This is an optimization exercise on Yosys and OpenROAD, whose aim is small area, a short achievable clock period and few clock cycles per item, not a production implementation. Function was checked by simulation only, so behaviour that the tests miss may differ from the original. Power figures rest on the tool's default switching activity, not on a simulated workload.

## net_2core2dr
module net_2core2dr #(
  parameter int NUM_SRC = 4
) (
  input  logic                       clk,
  input  logic                       rst_n,
  input  logic [NUM_SRC-1:0]         l2todr_req_valid,
  output logic [NUM_SRC-1:0]         l2todr_req_retry,
  input  logic [NUM_SRC*net_pkg::REQ_W-1:0]           l2todr_req,
  output logic [net_pkg::NUM_DR-1:0] dr_req_valid,
  input  logic [net_pkg::NUM_DR-1:0] dr_req_retry,
  output logic [net_pkg::NUM_DR*net_pkg::REQ_W-1:0]   dr_req,
  input  logic [NUM_SRC-1:0]         l2todr_disp_valid,
  output logic [NUM_SRC-1:0]         l2todr_disp_retry,
  input  logic [NUM_SRC*net_pkg::DISP_W-1:0]          l2todr_disp,
  output logic [net_pkg::NUM_DR-1:0] dr_disp_valid,
  input  logic [net_pkg::NUM_DR-1:0] dr_disp_retry,
  output logic [net_pkg::NUM_DR*net_pkg::DISP_W-1:0]  dr_disp,
  input  logic [net_pkg::NUM_DR-1:0] dr_snack_valid,
  output logic [net_pkg::NUM_DR-1:0] dr_snack_retry,
  input  logic [net_pkg::NUM_DR*net_pkg::SNACK_W-1:0] dr_snack,
  output logic [NUM_SRC-1:0]         l2_snack_valid,
  input  logic [NUM_SRC-1:0]         l2_snack_retry,
  output logic [NUM_SRC*net_pkg::SNACK_W-1:0]         l2_snack
);
export LEC_CHECK = 0
export CAP_MARGIN = 20
export CORE_AREA = 10 10 520 520
export CTS_CLUSTER_DIAMETER = 100
export CTS_CLUSTER_SIZE = 30
export DIE_AREA = 0 0 530 530
export SETUP_SLACK_MARGIN = 2.6
export SLEW_MARGIN = 20
create_clock -name core_clock -period 5.5 [get_ports {clk}]
standard.sh (not shown) runs the stock make flow with config.mk's settings and CLKGATE_MAP_FILE= SYNTH_SCRIPT=/design/flow/synth_recipe.tcl, a recipe that flattens the netlist after the stock synthesis.
==> flow/flow/run.sh <==
#!/bin/bash
# The standard layout, with two changes to how it is made:
# - every port is buffered by the smallest plain buffer instead of the
#   delay buffer buffer_ports picks by default
# - the handshake pins of each channel (valids, retries and the routing
#   field bits of its inputs) are placed side by side on the die edge,
#   so the short input-to-retry paths do not cross the die
set -euo pipefail
export BUFFER_PORTS_ARGS="-buffer_cell sky130_fd_sc_hd__buf_1"
G_REQ="l2todr_req_valid* l2todr_req_retry* dr_req_valid* dr_req_retry* l2todr_req[39] l2todr_req[81] l2todr_req[123] l2todr_req[165]"
G_DISP="l2todr_disp_valid* l2todr_disp_retry* dr_disp_valid* dr_disp_retry* l2todr_disp[100] l2todr_disp[203] l2todr_disp[306] l2todr_disp[409]"
G_SNACK="dr_snack_valid* dr_snack_retry* l2_snack_valid* l2_snack_retry* dr_snack[101] dr_snack[102] dr_snack[204] dr_snack[205]"
export PLACE_PINS_ARGS="-group_pins {$G_REQ} -group_pins {$G_DISP} -group_pins {$G_SNACK}"
bash standard.sh > standard.log 2>&1
The first run completed without violations.
Testbench counts at the start, summed over its fixed seeds: cycles 5,087, items 16,000.
Next try:
==> flow/flow/run.sh (replaced) <==
#!/bin/bash
# The standard layout, with every port buffered by the smallest
# plain buffer instead of the delay buffer buffer_ports picks by default
set -euo pipefail
export BUFFER_PORTS_ARGS="-buffer_cell sky130_fd_sc_hd__buf_1"
bash standard.sh > standard.log 2>&1
CORE_AREA = 10 10 550 550   (was 10 10 520 520)
CTS_CLUSTER_DIAMETER = not set   (was 100)
CTS_CLUSTER_SIZE = not set   (was 30)
DIE_AREA = 0 0 560 560   (was 0 0 530 530)
The new run produced a clean layout.
Final area went up by about 4.3%.
Count of clock-buffer cells in the layout went up by 43.
Via count went up by 2.4%.
Worst setup slack is worse by 170 ps.
Next try:
==> flow/flow/run.sh (replaced) <==
#!/bin/bash
# The standard layout, with two changes to how it is made:
# - every port is buffered by the smallest plain buffer instead of the
#   delay buffer buffer_ports picks by default
# - the handshake pins of each channel (valids, retries and the routing
#   field bits of its inputs) are placed side by side on the die edge,
#   so the short input-to-retry paths do not cross the die
set -euo pipefail
export BUFFER_PORTS_ARGS="-buffer_cell sky130_fd_sc_hd__buf_1"
G_REQ="l2todr_req_valid* l2todr_req_retry* dr_req_valid* dr_req_retry* l2todr_req[39] l2todr_req[81] l2todr_req[123] l2todr_req[165]"
G_DISP="l2todr_disp_valid* l2todr_disp_retry* dr_disp_valid* dr_disp_retry* l2todr_disp[100] l2todr_disp[203] l2todr_disp[306] l2todr_disp[409]"
G_SNACK="dr_snack_valid* dr_snack_retry* l2_snack_valid* l2_snack_retry* dr_snack[101] dr_snack[102] dr_snack[204] dr_snack[205]"
export PLACE_PINS_ARGS="-group_pins {$G_REQ} -group_pins {$G_DISP} -group_pins {$G_SNACK}"
bash standard.sh > standard.log 2>&1
CTS_CLUSTER_DIAMETER = 100   (was not set)
CTS_CLUSTER_SIZE = 30   (was not set)
After rerunning: The changed run passed the timing, DRC and antenna checks; power came out lower by a few percent; utilization falls by 0.28 points; global-route usage shrinks by 0.37 points.
Next try:
CTS_CLUSTER_DIAMETER = not set   (was 100)
CTS_CLUSTER_SIZE = not set   (was 30)
Global-route usage stays flat. Cell count climbs by 0.79%. Sequential share of layout area falls by 0.65 points. Clock power rises by 39%. Setup slack gains 31 ps. Die area does not change.

-- what the ideal ports hide --
In the flow no input, the clock included, has a driving cell. The finished layouts below were timed again as built, in two steps. Step 1 sets driving cells, clkbuf_16 on the clock port and buf_2 on the other inputs (assumed; they add their load-dependent delay and slew). Step 2 adds t to the input delays and takes it off the output delays; t is the mean of the earliest and latest rising clock arrival at the registers after step 1. Input paths then give back, and output paths get back, about the clock's delay inside the block. a / b / c = ideal / step 1 / step 2; a / b = the first two.
run | shift t [ns] | setup WS [ns] | slew at the worst register clock pin (ns) | worst slew at a driven data input, ns
the first run | 0.818 | 2.620 / 2.557 / 2.001 | 0.12 / 0.12 | 0.51
the second run | 0.793 | 2.453 / 2.145 / 1.865 | 0.07 / 0.07 | 0.48
the third run | 0.774 | 2.547 / 2.479 / 2.076 | 0.11 / 0.11 | 0.50
the fourth run | 0.822 | 2.578 / 2.510 / 2.071 | 0.08 / 0.08 | 0.51
After both steps every run listed still meets setup and hold. For the first run, which loses most, drivers alone change the setup slack by -0.063 ns; drivers and shift together by -0.619 ns.
